Context: an optimization exercise on an open-source flow, tuned for small area. The choices shown serve that exercise and are no tape-out recipe. In this exercise RTL edits were held to simulation tests only and were not proved equivalent to the original. Power figures rest on the tool's default switching activity, not on a simulated workload.

`design.v`:
```
module ibex_register_file_mp #(
    parameter int unsigned          DataWidth   = 32,
    parameter bit                   RV32E       = 1'b0,
    parameter int unsigned          NumRead     = 2,
    parameter int unsigned          NumWrite    = 2,
    parameter logic [DataWidth-1:0] WordZeroVal = '0
) (
    input  logic                          clk_i,
    input  logic                          rst_ni,
    input  logic [NumRead*5-1:0]          raddr_i,
    output logic [NumRead*DataWidth-1:0]  rdata_o,
    input  logic [NumWrite*5-1:0]         waddr_i,
    input  logic [NumWrite*DataWidth-1:0] wdata_i,
    input  logic [NumWrite-1:0]           we_i,
    input  logic                          clear_req_i,
    output logic                          busy_o,
    output logic                          wr_drop_o,
    output logic                          conflict_o
);
    localparam int unsigned NumWords = RV32E ? 16 : 32;
    localparam int unsigned AW       = RV32E ? 4 : 5;
    localparam logic [AW-1:0] LastIdx = AW'(NumWords - 1);
    logic [AW-1:0]        clr_idx;
    logic [DataWidth-1:0] mem   [NumWords];
    logic [NumWords-1:0]  valid;
    logic [AW-1:0]        waddr_dec [NumWrite];
    logic                 conflict_d;
    always_comb begin
        for (int w = 0; w < NumWrite; w++) begin
            waddr_dec[w] = waddr_i[w*5 +: AW];
        end
    end
    generate
        if (NumWrite > 1) begin : g_conflict
            assign conflict_d = we_i[0] & we_i[1] &
                                (waddr_dec[0] == waddr_dec[1]) &
                                (waddr_dec[0] != '0);
        end else begin : g_no_conflict
            assign conflict_d = 1'b0;
        end
    endgenerate
    always_ff @(posedge clk_i or negedge rst_ni) begin
        if (!rst_ni) begin
            clr_idx    <= AW'(1);
            busy_o     <= 1'b0;
            wr_drop_o  <= 1'b0;
            conflict_o <= 1'b0;
        end else begin
            wr_drop_o  <= busy_o & (|we_i);
            conflict_o <= ~busy_o & conflict_d;
            if (!busy_o) begin
                busy_o  <= clear_req_i;
                clr_idx <= AW'(1);
            end else if (clr_idx == LastIdx) begin
                busy_o  <= 1'b0;
                clr_idx <= AW'(1);
            end else begin
                clr_idx <= clr_idx + AW'(1);
            end
        end
    end
    logic [NumWrite-1:0] wsel [NumWords];
    logic [NumWords-1:0] whit;
    always_comb begin
        for (int k = 0; k < NumWords; k++) begin
            logic taken;
            taken = 1'b0;
            for (int w = NumWrite - 1; w >= 0; w--) begin
                wsel[k][w] = ~busy_o & we_i[w] & (waddr_dec[w] == AW'(k)) & (k != 0) & ~taken;
                taken      = taken | wsel[k][w];
            end
            whit[k] = taken;
        end
    end
    logic [DataWidth-1:0] mem_d [NumWords];
    generate
        for (genvar k = 1; k < NumWords; k++) begin : g_wword
            for (genvar b = 0; b < DataWidth; b++) begin : g_wbit
                logic [NumWrite-1:0] wd_b;
                for (genvar w = 0; w < NumWrite; w++) begin : g_wd
                    assign wd_b[w] = wdata_i[w*DataWidth + b];
                end
                ibex_rf_mp_wbit #(.NumWrite(NumWrite)) u_wbit (
                    .sel_i (wsel[k]),
                    .data_i(wd_b),
                    .hold_i(~whit[k]),
                    .q_i   (mem[k][b]),
                    .d_o   (mem_d[k][b])
                );
            end
        end
    endgenerate
    always_ff @(posedge clk_i) begin
        for (int k = 1; k < NumWords; k++) begin
            mem[k] <= mem_d[k];
        end
    end
    always_ff @(posedge clk_i or negedge rst_ni) begin
        if (!rst_ni) begin
            valid <= '0;
        end else begin
            for (int k = 1; k < NumWords; k++) begin
                if (busy_o) begin
                    if (clr_idx == AW'(k)) valid[k] <= 1'b0;
                end else if (whit[k]) begin
                    valid[k] <= 1'b1;
                end
            end
        end
    end
    generate
        for (genvar p = 0; p < NumRead; p++) begin : g_rdata
            logic [AW-1:0]        ra;
            logic [NumWords-1:0]  rsel;
            assign ra = raddr_i[p*5 +: AW];
            always_comb begin
                rsel[0] = 1'b0;
                for (int k = 1; k < NumWords; k++) begin
                    rsel[k] = valid[k] & (ra == AW'(k));
                end
            end
            for (genvar b = 0; b < DataWidth; b++) begin : g_rbit
                logic [NumWords-1:0] col;
                logic                rd;
                assign col[0] = 1'b0;
                for (genvar k = 1; k < NumWords; k++) begin : g_col
                    assign col[k] = mem[k][b];
                end
                ibex_rf_mp_rbit #(.N(NumWords)) u_rbit (
                    .sel_i (rsel),
                    .data_i(col),
                    .d_o   (rd)
                );
                assign rdata_o[p*DataWidth + b] = rd | (WordZeroVal[b] & ~|rsel);
            end
        end
    endgenerate
endmodule
module ibex_rf_mp_wbit #(
    parameter int unsigned NumWrite = 2
) (
    input  logic [NumWrite-1:0] sel_i,
    input  logic [NumWrite-1:0] data_i,
    input  logic                hold_i,
    input  logic                q_i,
    output logic                d_o
);
    assign d_o = (|(sel_i & data_i)) | (hold_i & q_i);
endmodule
module ibex_rf_mp_rbit #(
    parameter int unsigned N = 32
) (
    input  logic [N-1:0] sel_i,
    input  logic [N-1:0] data_i,
    output logic         d_o
);
    localparam int unsigned NT  = N - 1;
    localparam int unsigned NG3 = NT / 3;
    localparam int unsigned REM = NT % 3;
    localparam int unsigned NG  = NG3 + (REM != 0 ? 1 : 0);
    localparam int unsigned NN  = (NG + 3) / 4;
    logic [NG-1:0] grp_n;
    logic [NN-1:0] nd;
    for (genvar g = 0; g < NG3; g++) begin : g_grp
        ibex_rf_mp_aoi222 u_aoi (
            .a_i(sel_i[1 + 3*g +: 3]),
            .b_i(data_i[1 + 3*g +: 3]),
            .y_o(grp_n[g])
        );
    end
    if (REM == 2) begin : g_rem2
        ibex_rf_mp_aoi22 u_aoi (
            .a_i(sel_i[N-2 +: 2]),
            .b_i(data_i[N-2 +: 2]),
            .y_o(grp_n[NG-1])
        );
    end else if (REM == 1) begin : g_rem1
        ibex_rf_mp_nand #(.N(2)) u_nand (
            .a_i({sel_i[N-1], data_i[N-1]}),
            .y_o(grp_n[NG-1])
        );
    end
    for (genvar n = 0; n < NN; n++) begin : g_nand
        localparam int unsigned W = (NG - 4*n) < 4 ? (NG - 4*n) : 4;
        ibex_rf_mp_nand #(.N(W)) u_nand (
            .a_i(grp_n[4*n +: W]),
            .y_o(nd[n])
        );
    end
    assign d_o = |nd;
endmodule
module ibex_rf_mp_aoi22 (
    input  logic [1:0] a_i,
    input  logic [1:0] b_i,
    output logic       y_o
);
    assign y_o = ~|(a_i & b_i);
endmodule
module ibex_rf_mp_aoi222 (
    input  logic [2:0] a_i,
    input  logic [2:0] b_i,
    output logic       y_o
);
    assign y_o = ~|(a_i & b_i);
endmodule
module ibex_rf_mp_nand #(
    parameter int unsigned N = 4
) (
    input  logic [N-1:0] a_i,
    output logic         y_o
);
    assign y_o = ~&a_i;
endmodule
```
`flow/run.sh`:
```
#!/bin/bash
# Standard layout with a leaner clock tree (no dummy loads, clkbuf_8 only,
# larger sink clusters) and small port buffers. Each tool's output goes to a
# log in this folder.
set -euo pipefail
export CTS_ARGS="-sink_clustering_enable -repair_clock_nets -dont_use_dummy_load -buf_list {sky130_fd_sc_hd__clkbuf_8} -sink_clustering_size 20 -sink_clustering_max_diameter 60"
export BUFFER_PORTS_ARGS="-buffer_cell sky130_fd_sc_hd__buf_2"
bash standard.sh > standard_flow.log 2>&1
```
`standard.sh`:
```
#!/bin/bash
# synth_recipe.tcl (not shown) runs the flow's synth.tcl, then flattens the netlist and writes it again
# the make line also repeats each setting of config.mk as NAME=value (left out here)
make -C /OpenROAD-flow-scripts/flow DESIGN_CONFIG=/design/flow/config.mk WORK_HOME=/design/flow/orfs CLKGATE_MAP_FILE= SYNTH_SCRIPT=/design/flow/synth_recipe.tcl "${@:-finish}"
```
`config.mk`:
```
export PLATFORM = sky130hd
export DESIGN_NAME = ibex_register_file_mp
export DESIGN_NICKNAME = ibex_register_file_mp
export VERILOG_FILES = /design/flow/design.v
export SDC_FILE = /design/flow/constraint.sdc
export NUM_CORES = 4
export LEC_CHECK = 0
export CAP_MARGIN = 15
export CELL_PAD_IN_SITES_DETAIL_PLACEMENT = 1
export CELL_PAD_IN_SITES_GLOBAL_PLACEMENT = 1
export CORE_MARGIN = 2
export CORE_UTILIZATION = 35
export GPL_ROUTABILITY_DRIVEN = 1
export PLACE_DENSITY = 0.45
export SLEW_MARGIN = 15
export SYNTH_HIERARCHICAL = 1
```
`constraint.sdc`:
```
create_clock -name core_clock -period 9.0 [get_ports {clk_i}]
set_input_delay 1.8000 -clock core_clock [delete_from_list [all_inputs] [get_ports {clk_i}]]
set_output_delay 1.8000 -clock core_clock [all_outputs]
set_load 0.01 [all_outputs]
```
==> flow_summary.json, run 1 <==
{
  "stdcell_count": 6540,
  "hold_buffers": 0,
  "core_um2": 129300,
  "tns_ps": 0,
  "path_max_fanout": 20,
  "critPathSlowestCell": "and3_2",
  "critPathBufInv": 3,
  "setup_viol": 0,
  "worst-r2r-setup-slack_ps": 4700,
  "p_leak_nw": 25.67,
  "drt_iter0_drc": 16310,
  "numPlacedInstances": 6393,
  "die_area_um2": 133100,
  "relSlewSlack_pct": 5.453,
  "ir_drop_mv": 0.1493,
  "fillers": 14370,
  "crit_required_ps": 7200,
  "critical_path_class": "in2out",
  "grt_pass1_wl_mm": 419.8,
  "die_h_um": 364.8,
  "finalCritPeriodShare_pct": 76.06,
  "finalNetCount": 4881,
  "crit_family": "simple AND/OR/NAND/NOR gates",
  "cts_tree": "built",
  "fmax_ghz": 0.1461,
  "initial_utilization_pct": 35.24,
  "path_cells": "buf_2 > nor2b_1 > nor2b_1 > and3_2 > buf_4 > a222oi_1 > nand4_1 > or3_1 > buf_2",
  "fin_skew_ps": 78.65,
  "grt.total_usage_pct": 45.42,
  "syn_area_per_cell_um2": 10.33,
  "cp-start-kind": "input pin",
  "ios": 156,
  "r2r-end": "mem[8][14]",
  "routed_wl_mm": 315.9,
  "reg2reg_depth": 8,
  "vias_per_cell": 8.193,
  "antenna_found_initial": 24,
  "postCtsSetupBuffers": 0,
  "endpoint_kind": "output port",
  "drt-wirelength-per-cell_um": 48.30,
  "powerDensity_nw_per_um2": 181.0,
  "arrival_ps": 5050,
  "place_congestion": 0.9638,
  "layout_min_cycle_time_ps": 6846,
  "yosysWarnings": 14,
  "grt_pass1_vias": 49790,
  "syn_area_um2": 45570,
  "cpPeakStageDelay_ps": 880,
  "min_to": "mem[26][20]",
  "multi_input_area_um2": 21120,
  "final_common_cell": "a222oi_1",
  "rr_startpoint": "busy_o",
  "drc": 0,
  "area.growth.synth_to_final_pct": 13.87,
  "hp-class": "reg2reg",
  "cts-root-buf": "clkbuf_8",
  "final_cell_mix": "1632 x a222oi_1, 999 x inv_1, 992 x dfxtp_1",
  "seq_area_um2": 20840,
  "syn_inst": 4410,
  "worstSkewPairLatency_ps": 910,
  "grt-ovfl-total": 0,
  "worst_pin_slew_ps": 1414,
  "finalHoldViolations": 0,
  "postRouteAntennaNets": 0,
  "startpoint": "raddr_i[0]",
  "grt_max_degree": 40,
  "holdPathStages": 2,
  "clk_pin_slew_worst_paths_ps": 60,
  "htree_levels": 4,
  "drive_above_1_share_pct": 13.17,
  "clock-sinks": 1031,
  "num_rows": 132,
  "cap_violations": 0,
  "synthesis.nets": 4505,
  "dpl.hpwl_mm": 179.0,
  "status": "finished clean",
  "rsz0062_at_grt": "no",
  "clock_path_buffers": 3,
  "worstHoldStart": "mem[26][20]",
  "die_x_um": 364.8,
  "numCtsBuffers": 130,
  "vias": 53580,
  "maxSlewViolCount": 0,
  "port_buffers": 155,
  "ctsResizeCount": 0,
  "firstDrtPassIters": 12
}
flip-flops by register name, summed over array words and instances, names as in the netlist:
signal,flops
mem,992
valid,31
clr_idx,5
busy_o,1
conflict_o,1
wr_drop_o,1
worst reg2reg max path, cell delays in order, from the launching register on:
cell and delay, ps:
dfrtp_1 620, or3b_1 470, buf_4 280, nor3_4 1110
buf_4 640, a21oi_4 120, buf_4 430, a222oi_1 480
inv_1 60
through the flow:
step	util, %	hold WS [ps]	cell area, um2	worst slack, ps	total power [mW]
3_3_place_gp	38.65	482.8	49980	2551	6.293
3_5_place_dp	38.67	492.8	50010	2519	6.331
5_1_grt	40.12	524.7	51880	2287	9.702
6_report	40.13	508.8	51890	2154	9.391
2_1_floorplan	-	468.4	45570	3125	5.844
4_1_cts	40.05	511.3	51800	2519	9.352
how the worst max path moves through the flow:
stage | to | slack (ps) | cells after the start
2_1_floorplan | mem[13][0] | 3120 | 6
3_3_place_gp | rdata_o[11] | 2550 | 9
3_5_place_dp | rdata_o[11] | 2520 | 9
4_1_cts | rdata_o[11] | 2520 | 9
5_1_grt | rdata_o[11] | 2290 | 9
6_report | rdata_o[11] | 2150 | 9
routing by layer:
metal  GRT usage [%]  up-vias  share of wire, %  routed length [um]
li1                -    20210                 -                   -
met1           58.53    27290                37              117800
met2           63.53     4950                40              125700
met3           17.64     1124                16               50640
met4           27.12       14               6.8               21590
met5          0.9078        -             0.028                  90
layout make-up:
type	instances	area share (%)
diodes	14	0.06751
clock buffers	130	3.448
inverters	999	7.226
multi-input cells	2288	40.70
flip-flops and latches	1031	40.15
well taps	1742	4.200
repair buffers	336	4.205
report_power, final:
part           total [mW]  switching, mW  internal [mW]
registers            5.33          0.369           4.96
logic               0.954          0.581          0.373
clock network        3.11           1.83           1.28
==> run 2: changes to the inputs <==
==> flow/run.sh (replaced) <==
#!/bin/bash
# Standard layout with a leaner clock tree (no dummy loads, clkbuf_8 only,
# sink clusters of at most 16) and small port buffers. Each tool's output goes to a
# log in this folder.
set -euo pipefail
export CTS_ARGS="-sink_clustering_enable -repair_clock_nets -dont_use_dummy_load -buf_list {sky130_fd_sc_hd__clkbuf_8} -sink_clustering_size 16 -sink_clustering_max_diameter 50"
export BUFFER_PORTS_ARGS="-buffer_cell sky130_fd_sc_hd__buf_2"
bash standard.sh > standard_flow.log 2>&1
--- a/config.mk
+++ b/config.mk
@@ -5,12 +5,12 @@
 export SDC_FILE = /design/flow/constraint.sdc
 export NUM_CORES = 4
 export LEC_CHECK = 0
-export CAP_MARGIN = 15
+export CAP_MARGIN = 5
 export CELL_PAD_IN_SITES_DETAIL_PLACEMENT = 1
 export CELL_PAD_IN_SITES_GLOBAL_PLACEMENT = 1
 export CORE_MARGIN = 2
 export CORE_UTILIZATION = 35
 export GPL_ROUTABILITY_DRIVEN = 1
 export PLACE_DENSITY = 0.45
-export SLEW_MARGIN = 15
+export SLEW_MARGIN = 5
 export SYNTH_HIERARCHICAL = 1
==> flow_summary.json, run 2 <==
{
  "clock-sinks": 1031,
  "cp-start-kind": "input pin",
  "cap_violations": 1,
  "syn_area_um2": 45570,
  "grt_pass1_vias": 50050,
  "drt_iter0_drc": 15790,
  "post_dp_cell_area_um2": 50020,
  "arrival_ps": 4900,
  "vias_per_cell": 8.159,
  "firstDrtPassIters": 16,
  "port_buffers": 155,
  "grt_max_degree": 40,
  "globalRouteMet2Util_pct": 63.37,
  "antenna_found_initial": 19,
  "finalNetCount": 4894,
  "clock_path_buffers": 3,
  "path_max_fanout": 20,
  "reg_top3": "mem: 992 flops, valid: 31 flops, clr_idx: 5 flops",
  "ir_drop_mv": 0.1315,
  "maxSlewViolCount": 0,
  "largest_register_ffs": 992,
  "synthesis.nets": 4505,
  "reg2reg_depth": 8,
  "ios": 156,
  "final_cell_mix": "1632 x a222oi_1, 999 x inv_1, 992 x dfxtp_1",
  "finalCritPeriodShare_pct": 74.47,
  "setup_ws_ps": 2298,
  "fillers": 14410,
  "grt-ovfl-total": 0,
  "fmax_ghz": 0.1492,
  "gr-usage-met3_pct": 19.35,
  "syn_area_per_cell_um2": 10.33,
  "worst_pin_slew_ps": 1489,
  "ctsResizeCount": 0,
  "yosysWarnings": 14,
  "pre_cts_slack_ps": 2525,
  "drt-wirelength-per-cell_um": 48.22,
  "finalPower_mw": 9.563,
  "design_area_um2": 52030,
  "grt.total_usage_pct": 45.37,
  "relSlewSlack_pct": 0.5005,
  "place_congestion": 0.9638,
  "syn_inst": 4410,
  "powerDensity_nw_per_um2": 183.8,
  "critical_path_class": "in2out",
  "cts_tree": "built",
  "hp-class": "reg2reg",
  "drc": 0,
  "clk_pin_slew_worst_paths_ps": 40,
  "rsz0062_at_grt": "no",
  "numCtsBuffers": 144,
  "layout_min_cycle_time_ps": 6702,
  "regMostFlops": "mem",
  "globalRouteMet1Util_pct": 57.35,
  "finalHoldViolations": 0,
  "cts-root-buf": "clkbuf_8",
  "grt_pass1_wl_mm": 419.2,
  "htree_levels": 4,
  "crit_required_ps": 7200,
  "final_common_cell": "a222oi_1",
  "routed_wl_mm": 315.9,
  "cpPeakStageDelay_ps": 760,
  "path_cells": "buf_2 > nor2b_1 > nor2b_1 > and3_2 > buf_4 > a222oi_1 > nand4_1 > or3_1 > buf_2",
  "tns_ps": 0,
  "dpl.hpwl_mm": 179.2,
  "die_x_um": 364.8,
  "fin_skew_ps": 73.02,
  "die_area_um2": 133100,
  "grt-busiest-layer": "met2",
  "p_leak_nw": 25.75,
  "postCtsSetupBuffers": 0,
  "num_rows": 132,
  "status": "complete, but fails checks",
  "initial_utilization_pct": 35.24,
  "critPathSlowestCell": "and3_2",
  "endpoint_kind": "output port",
  "vias": 53460,
  "area.growth.synth_to_final_pct": 14.18,
  "core_um2": 129300,
  "holdPathStages": 2,
  "worstSkewPairLatency_ps": 950,
  "postRouteAntennaNets": 0,
  "violations": "max-capacitance violations",
  "die_h_um": 364.8,
  "setup_viol": 0,
  "hold_buffers": 0,
  "drive_above_1_share_pct": 13.40
}
run 2: routing by layer:
metal	up-vias	part of all wire (%)
met5	-	0.0082
met4	4	6.7
met3	1088	16
met2	4971	40
met1	27180	37
li1	20220	-
run 2: area by class of cell:
class                      count  area [um2]  area share [%]
sequential                  1031       20840           40.04
clock buffer                 144        1982           3.809
multi-input combinational   2288       21110           40.57
tap                         1742        2180           4.189
timing repair buffer         335        2142           4.117
inverter                     999        3750           7.207
antenna                       13       32.53         0.06252
run 2: final timing paths:
path,endpoint,start,slack [ps]
min reg2reg,mem[31][2],mem[31][2],510
max,rdata_o[26],raddr_i[0],2300
max in group asynchronous,valid[7],rst_ni,7270
max reg2reg,mem[6][29],busy_o,4510
min,mem[31][2],mem[31][2],510
min in group asynchronous,valid[17],rst_ni,1090
run 2: where the power goes:
part | internal [mW] | leakage [nW] | switching (mW)
Sequential | 4.96 | 8.60 | 0.367
Clock | 1.41 | 1.04 | 1.87
Combinational | 0.373 | 16.1 | 0.582
run 2: critical path, delay by kind of cell:
kind                   cells  cell delay, ps
AO/OA/AOI/OAI              1             190
buffers and inverters      3             910
AND/OR/NAND/NOR            5            1920
run 2: per-stage QoR:
step / hold WS, ps / util, % / instances
4_1_cts: 508.6 / 40.21 / 6539
5_1_grt: 528.9 / 40.22 / 6543
2_1_floorplan: 468.4 / - / 4410
3_5_place_dp: 492.8 / 38.68 / 6395
3_3_place_gp: 482.8 / 38.65 / 6392
6_report: 505.8 / 40.24 / 6552

==> afterwards: timing with drivers on the ports <==
The results above use ideal ports. As a check the final layouts listed here were re-extracted and re-timed, cells and wires unchanged.
Step 1 sets driving cells, clkbuf_16 on the clock port and buf_2 on the other inputs (assumed; they add their load-dependent delay and slew).
Step 2 times the ports against the registers' clock, not the clock port: input delays grow and output delays shrink by t, the midpoint of the rising clock arrivals with the driver on.
Three values: ideal ports, drivers, drivers and shift; two values: the first two.
| run | shift t [ns] | setup WS [ns] | hold WS [ns] | worst setup path after step 2 |
|---|---|---|---|---|
| run 1 | 0.941 | 2.154 / 2.119 / 2.119 | 0.509 / 0.509 / 0.509 | input to output |
| run 2 | 0.978 | 2.298 / 2.264 / 2.264 | 0.506 / 0.506 / 0.506 | input to output |
For run 1, which loses most, drivers alone change the setup slack by -0.035 ns; drivers and shift together by -0.035 ns.
